What follows belongs to an exercise in optimizing a design on an open flow for a short achievable clock period and few clock cycles per item; a production flow would make more cautious choices. The RTL was checked by simulation tests, not by an equivalence proof against the original design. The clock port is modelled as an ideal driver, which makes a skipped or thinned clock tree look cheaper than it is; a real chip needs a root buffer or a tree. Power and IR drop assume default switching activity.

==> module stream_out_buffer, before the edit <==
module stream_out_buffer
#(
  parameter int W = 34
) (
  input  logic         clk_i,
  input  logic         rst_i,
  input  logic [W-1:0] up_data,
  input  logic         up_valid,
  output logic         up_ready,
  output logic [W-1:0] dn_data,
  output logic         dn_valid,
  input  logic         dn_ready
);
  logic [W-1:0] main_data_q, hold_data_q, skid_data_q, next_data;
  logic         main_valid_q, hold_empty_q, skid_valid_q, next_valid;
  logic         ready_q, busy_q;
  logic         up_fire;
  logic         dn_free;
  logic         skid_valid_d;
  assign up_fire = up_valid && !busy_q;
  assign dn_free = hold_empty_q || dn_ready;
  assign skid_valid_d = dn_free ? 1'b0 : (skid_valid_q || up_fire);
  assign next_data  = skid_valid_q ? skid_data_q : up_data;
  assign next_valid = skid_valid_q || up_fire;
  always_ff @(posedge clk_i) begin
    if (rst_i) begin
      main_valid_q <= 1'b0;
      hold_empty_q <= 1'b1;
      skid_valid_q <= 1'b0;
      ready_q      <= 1'b0;
      busy_q       <= 1'b1;
    end else begin
      main_valid_q <= dn_free ? next_valid : !hold_empty_q;
      hold_empty_q <= dn_free ? !next_valid : hold_empty_q;
      skid_valid_q <= skid_valid_d;
      ready_q      <= !skid_valid_d;
      busy_q       <= skid_valid_d;
    end
  end
  always_ff @(posedge clk_i) begin
    main_data_q <= dn_free ? next_data : hold_data_q;
    hold_data_q <= (dn_free && !skid_valid_q) ? up_data : (dn_free ? skid_data_q : hold_data_q);
    if (!skid_valid_q) begin
      skid_data_q <= up_data;
    end
  end
  assign up_ready = ready_q;
  assign dn_data  = main_data_q;
  assign dn_valid = main_valid_q;
endmodule
==> module fc_credit_gate, before the edit <==
module fc_credit_gate
(
  input  logic         clk_i,
  input  logic         rst_i,
  input  logic         update_fc_i,
  input  dll_tx_pkg::hdr_credit_t  fc_ph_i,
  input  dll_tx_pkg::hdr_credit_t  fc_nph_i,
  input  dll_tx_pkg::hdr_credit_t  fc_cplh_i,
  input  dll_tx_pkg::data_credit_t fc_pd_i,
  input  dll_tx_pkg::data_credit_t fc_npd_i,
  input  dll_tx_pkg::data_credit_t fc_cpld_i,
  input  dll_tx_pkg::dword_t       hdr_dw0_i,   
  input  logic         take_i,      
  output logic         room_o       
);
  dll_tx_pkg::hdr_credit_t  hlim_q [3];
  dll_tx_pkg::hdr_credit_t  hused_q[3];
  dll_tx_pkg::data_credit_t dlim_q [3];
  dll_tx_pkg::data_credit_t dused_q[3];
  dll_tx_pkg::data_credit_t dsum_q [3];
  logic [6:0]               dlo_q  [3];         
  logic [5:0]               dhi0_q [3], dhi1_q[3];  
  dll_tx_pkg::data_credit_t dav    [3];
  logic                     room_q, rst_q, take_q;
  logic [1:0]               gap_q;
  logic                     gap_ok;
  logic [2:0]               hneed_q, dneed_q;    
  logic                     one_q;               
  logic [7:0]               dreq_q;
  logic [2:0]               hok_q, cmp_q, nz_q;
  logic [7:0]               kind;
  logic [7:0]               len_credits;
  logic [2:0]               hneed, dneed;
  logic                     one;
  logic [5:0]               ok;
  function automatic dll_tx_pkg::data_credit_t add12(dll_tx_pkg::data_credit_t a,
                                                    dll_tx_pkg::data_credit_t b, logic cin);
    logic [11:0] g, p, gn, pn;
    logic [12:0] c;
    g = a & b;
    p = a ^ b;
    for (int d = 1; d < 12; d = d * 2) begin
      gn = g;
      pn = p;
      for (int i = d; i < 12; i++) begin
        gn[i] = g[i] | (p[i] & g[i - d]);
        pn[i] = p[i] & p[i - d];
      end
      g = gn;
      p = pn;
    end
    c[0] = cin;
    for (int i = 0; i < 12; i++) begin
      c[i + 1] = g[i] | (p[i] & cin);
    end
    add12 = a ^ b ^ c[11:0];
  endfunction
  assign kind        = hdr_dw0_i[7:0];
  assign len_credits = {hdr_dw0_i[17:16], hdr_dw0_i[31:26]};
  always_comb begin
    hneed = 3'b000;
    dneed = 3'b000;
    unique case (kind)
      dll_tx_pkg::TK_MRD, dll_tx_pkg::TK_IORD, dll_tx_pkg::TK_CFGRD0: hneed = 3'b010;
      dll_tx_pkg::TK_IOWR, dll_tx_pkg::TK_CFGWR0: begin hneed = 3'b010; dneed = 3'b010; end
      dll_tx_pkg::TK_MWR, dll_tx_pkg::TK_MSGD:    begin hneed = 3'b001; dneed = 3'b001; end
      dll_tx_pkg::TK_MSG:                         hneed = 3'b001;
      dll_tx_pkg::TK_CPL:                         hneed = 3'b100;
      dll_tx_pkg::TK_CPLD:                        begin hneed = 3'b100; dneed = 3'b100; end
      default: ;
    endcase
    one = dneed[1] || len_credits == '0;
  end
  always_comb begin
    for (int c = 0; c < 3; c++) begin
      dav[c] = {dlo_q[c][6] ? dhi1_q[c] : dhi0_q[c], dlo_q[c][5:0]};
    end
  end
  always_ff @(posedge clk_i) begin
    hneed_q <= hneed;
    dneed_q <= dneed;
    one_q   <= one;
    dreq_q  <= one ? 8'd1 : len_credits;
    for (int c = 0; c < 3; c++) begin
      hok_q[c] <= hlim_q[c] != hused_q[c];
      cmp_q[c] <= (dav[c][11:8] != '0) || (dav[c][7:0] >= len_credits);
      nz_q[c]  <= dav[c] != '0;
    end
  end
  always_comb begin
    for (int c = 0; c < 3; c++) begin
      ok[c]     = !hneed_q[c] || hok_q[c];
      ok[3 + c] = !dneed_q[c] || (one_q ? nz_q[c] : cmp_q[c]);
    end
  end
  assign gap_ok = gap_q == 2'd3;
  always_ff @(posedge clk_i) begin
    rst_q  <= rst_i;
    take_q <= take_i;
    room_q <= (&ok) && gap_ok && !take_i;
  end
  always_ff @(posedge clk_i) begin
    if (rst_i) begin
      gap_q <= 2'd0;
    end else if (take_i) begin
      gap_q <= 2'd0;
    end else if (!gap_ok) begin
      gap_q <= gap_q + 2'd1;
    end
  end
  always_ff @(posedge clk_i) begin
    if (update_fc_i) begin
      hlim_q[0] <= fc_ph_i;
      hlim_q[1] <= fc_nph_i;
      hlim_q[2] <= fc_cplh_i;
      dlim_q[0] <= fc_pd_i;
      dlim_q[1] <= fc_npd_i;
      dlim_q[2] <= fc_cpld_i;
    end else if (rst_q) begin
      for (int c = 0; c < 3; c++) begin
        hlim_q[c] <= '0;
        dlim_q[c] <= '0;
      end
    end
    for (int c = 0; c < 3; c++) begin
      if (rst_q) begin
        hused_q[c] <= '0;
        dused_q[c] <= '0;
      end else begin
        if (take_q && hneed_q[c]) hused_q[c] <= hused_q[c] + dll_tx_pkg::hdr_credit_t'(1);
        if (take_q && dneed_q[c]) dused_q[c] <= dsum_q[c];
      end
      dsum_q[c] <= add12(dused_q[c], {4'h0, dreq_q}, 1'b0);
      dlo_q[c]  <= {1'b0, dlim_q[c][5:0]} + {1'b0, ~dused_q[c][5:0]} + 7'd1;
      dhi0_q[c] <= dlim_q[c][11:6] + ~dused_q[c][11:6];
      dhi1_q[c] <= dlim_q[c][11:6] + ~dused_q[c][11:6] + 6'd1;
    end
  end
  assign room_o = room_q;
endmodule
export LEC_CHECK = 0
export CAP_MARGIN = 20
export CORE_MARGIN = 2
export CORE_UTILIZATION = 40
export PLACE_DENSITY = 0.6
export SETUP_SLACK_MARGIN = 3.6
export SLEW_MARGIN = 20
create_clock -name core_clock -period 5.5 [get_ports {clk_i}]
standard.sh (not shown) runs the stock make flow with config.mk's settings and CLKGATE_MAP_FILE= SYNTH_SCRIPT=/design/flow/synth_recipe.tcl, a recipe that flattens the netlist after the stock synthesis.
==> flow/flow/run.sh <==
#!/bin/bash
# Standard ORFS layout (the standard.sh), with the clock tree rebuilt
# right after CTS by clock_tree.tcl (hooked in as POST_CTS_TCL): the clock
# port drives four root buffers, each root drives eight leaf buffers, and
# each leaf drives an equal, compact group of flip-flops. Everything else,
# synthesis included, is the standard flow.
set -euo pipefail
work=$(pwd)
export POST_CTS_TCL="$work/flow/clock_tree.tcl"
bash standard.sh > "$work/standard_flow.log" 2>&1
Other scripts of this flow, unchanged in this note and not shown: flow/flow/clock_tree.tcl
The starting point passed the timing, design-rule and antenna checks.
Testbench counts at the start, summed over its fixed seeds: cycles 21,868, items 2,400.
==> next run, changes <==
--- a/flow/design.v
+++ b/flow/design.v
@@ -89,23 +89,24 @@
   input  logic         up_valid,
   output logic         up_ready,
   output logic [W-1:0] dn_data,
   output logic         dn_valid,
   input  logic         dn_ready
 );
-  logic [W-1:0] main_data_q, hold_data_q, skid_data_q, next_data;
+  logic [W-1:0] main_data_q, hold_data_q, skid_data_q, next_data, next_data_alt;
   logic         main_valid_q, hold_empty_q, skid_valid_q, next_valid;
   logic         ready_q, busy_q;
   logic         up_fire;
   logic         dn_free;
   logic         skid_valid_d;
   assign up_fire = up_valid && !busy_q;
   assign dn_free = hold_empty_q || dn_ready;
   assign skid_valid_d = dn_free ? 1'b0 : (skid_valid_q || up_fire);
   assign next_data  = skid_valid_q ? skid_data_q : up_data;
   assign next_valid = skid_valid_q || up_fire;
+  assign next_data_alt = ({W{skid_valid_q}} & skid_data_q) | ({W{!skid_valid_q}} & up_data);
   always_ff @(posedge clk_i) begin
     if (rst_i) begin
       main_valid_q <= 1'b0;
       hold_empty_q <= 1'b1;
       skid_valid_q <= 1'b0;
       ready_q      <= 1'b0;
@@ -117,13 +118,15 @@
       ready_q      <= !skid_valid_d;
       busy_q       <= skid_valid_d;
     end
   end
   always_ff @(posedge clk_i) begin
     main_data_q <= dn_free ? next_data : hold_data_q;
-    hold_data_q <= (dn_free && !skid_valid_q) ? up_data : (dn_free ? skid_data_q : hold_data_q);
+    if (dn_free) begin
+      hold_data_q <= next_data_alt;
+    end
     if (!skid_valid_q) begin
       skid_data_q <= up_data;
     end
   end
   assign up_ready = ready_q;
   assign dn_data  = main_data_q;
@@ -146,13 +149,14 @@
   output logic         room_o       
 );
   dll_tx_pkg::hdr_credit_t  hlim_q [3];
   dll_tx_pkg::hdr_credit_t  hused_q[3];
   dll_tx_pkg::data_credit_t dlim_q [3];
   dll_tx_pkg::data_credit_t dused_q[3];
-  dll_tx_pkg::data_credit_t dsum_q [3];
+  logic [6:0]               slo_q  [3];         
+  logic [5:0]               shi0_q [3], shi1_q[3];  
   logic [6:0]               dlo_q  [3];         
   logic [5:0]               dhi0_q [3], dhi1_q[3];  
   dll_tx_pkg::data_credit_t dav    [3];
   logic                     room_q, rst_q, take_q;
   logic [1:0]               gap_q;
   logic                     gap_ok;
@@ -162,34 +166,12 @@
   logic [2:0]               hok_q, cmp_q, nz_q;
   logic [7:0]               kind;
   logic [7:0]               len_credits;
   logic [2:0]               hneed, dneed;
   logic                     one;
   logic [5:0]               ok;
-  function automatic dll_tx_pkg::data_credit_t add12(dll_tx_pkg::data_credit_t a,
-                                                    dll_tx_pkg::data_credit_t b, logic cin);
-    logic [11:0] g, p, gn, pn;
-    logic [12:0] c;
-    g = a & b;
-    p = a ^ b;
-    for (int d = 1; d < 12; d = d * 2) begin
-      gn = g;
-      pn = p;
-      for (int i = d; i < 12; i++) begin
-        gn[i] = g[i] | (p[i] & g[i - d]);
-        pn[i] = p[i] & p[i - d];
-      end
-      g = gn;
-      p = pn;
-    end
-    c[0] = cin;
-    for (int i = 0; i < 12; i++) begin
-      c[i + 1] = g[i] | (p[i] & cin);
-    end
-    add12 = a ^ b ^ c[11:0];
-  endfunction
   assign kind        = hdr_dw0_i[7:0];
   assign len_credits = {hdr_dw0_i[17:16], hdr_dw0_i[31:26]};
   always_comb begin
     hneed = 3'b000;
     dneed = 3'b000;
     unique case (kind)
@@ -257,15 +239,17 @@
     for (int c = 0; c < 3; c++) begin
       if (rst_q) begin
         hused_q[c] <= '0;
         dused_q[c] <= '0;
       end else begin
         if (take_q && hneed_q[c]) hused_q[c] <= hused_q[c] + dll_tx_pkg::hdr_credit_t'(1);
-        if (take_q && dneed_q[c]) dused_q[c] <= dsum_q[c];
+        if (take_q && dneed_q[c]) dused_q[c] <= {slo_q[c][6] ? shi1_q[c] : shi0_q[c], slo_q[c][5:0]};
       end
-      dsum_q[c] <= add12(dused_q[c], {4'h0, dreq_q}, 1'b0);
+      slo_q[c]  <= {1'b0, dused_q[c][5:0]} + {1'b0, dreq_q[5:0]};
+      shi0_q[c] <= dused_q[c][11:6] + {4'h0, dreq_q[7:6]};
+      shi1_q[c] <= dused_q[c][11:6] + {4'h0, dreq_q[7:6]} + 6'd1;
       dlo_q[c]  <= {1'b0, dlim_q[c][5:0]} + {1'b0, ~dused_q[c][5:0]} + 7'd1;
       dhi0_q[c] <= dlim_q[c][11:6] + ~dused_q[c][11:6];
       dhi1_q[c] <= dlim_q[c][11:6] + ~dused_q[c][11:6] + 6'd1;
     end
   end
   assign room_o = room_q;
=> Total power barely changes; wire length is lower by 5.1%; sequential share of layout area grows by 3.1 points; combinational power came out lower by 9.1%; utilization falls by 1.3 points.
Testbench counts after the change, summed over its fixed seeds: cycles 21,868, items 2,400.
No run of this note takes its clock network from TritonCTS; it comes from the design's own scripts or RTL.

[re-timing with driven ports]
No port has a modelled driver above. Below, the same layouts with a new extraction and two added sets of constraints.
Step 1, drivers: a clkbuf_16 drives clk_i and a buf_2 each remaining input, both assumed.
Step 2 times the ports against the registers' clock, not the clock port: input delays grow and output delays shrink by t, the midpoint of the rising clock arrivals with the driver on.
Slacks: ideal / step 1 / step 2; pairs: ideal / step 1.
| run | t (ns) | setup slack, ns | hold WS [ns] | worst setup path at the end | slew at the worst register clock pin (ns) |
|---|---|---|---|---|---|
| the first run | 0.507 | 3.477 / 3.430 / 3.079 | 0.419 / 0.419 / 0.419 | input to register | 0.10 / 0.10 |
| the second run | 0.522 | 3.536 / 3.400 / 3.236 | 0.419 / 0.419 / 0.419 | input to register | 0.10 / 0.10 |
After both steps setup and hold are still met in every run listed. The setup slack of the first run, which loses most, moves by -0.047 ns with the drivers and by -0.398 ns with both steps.
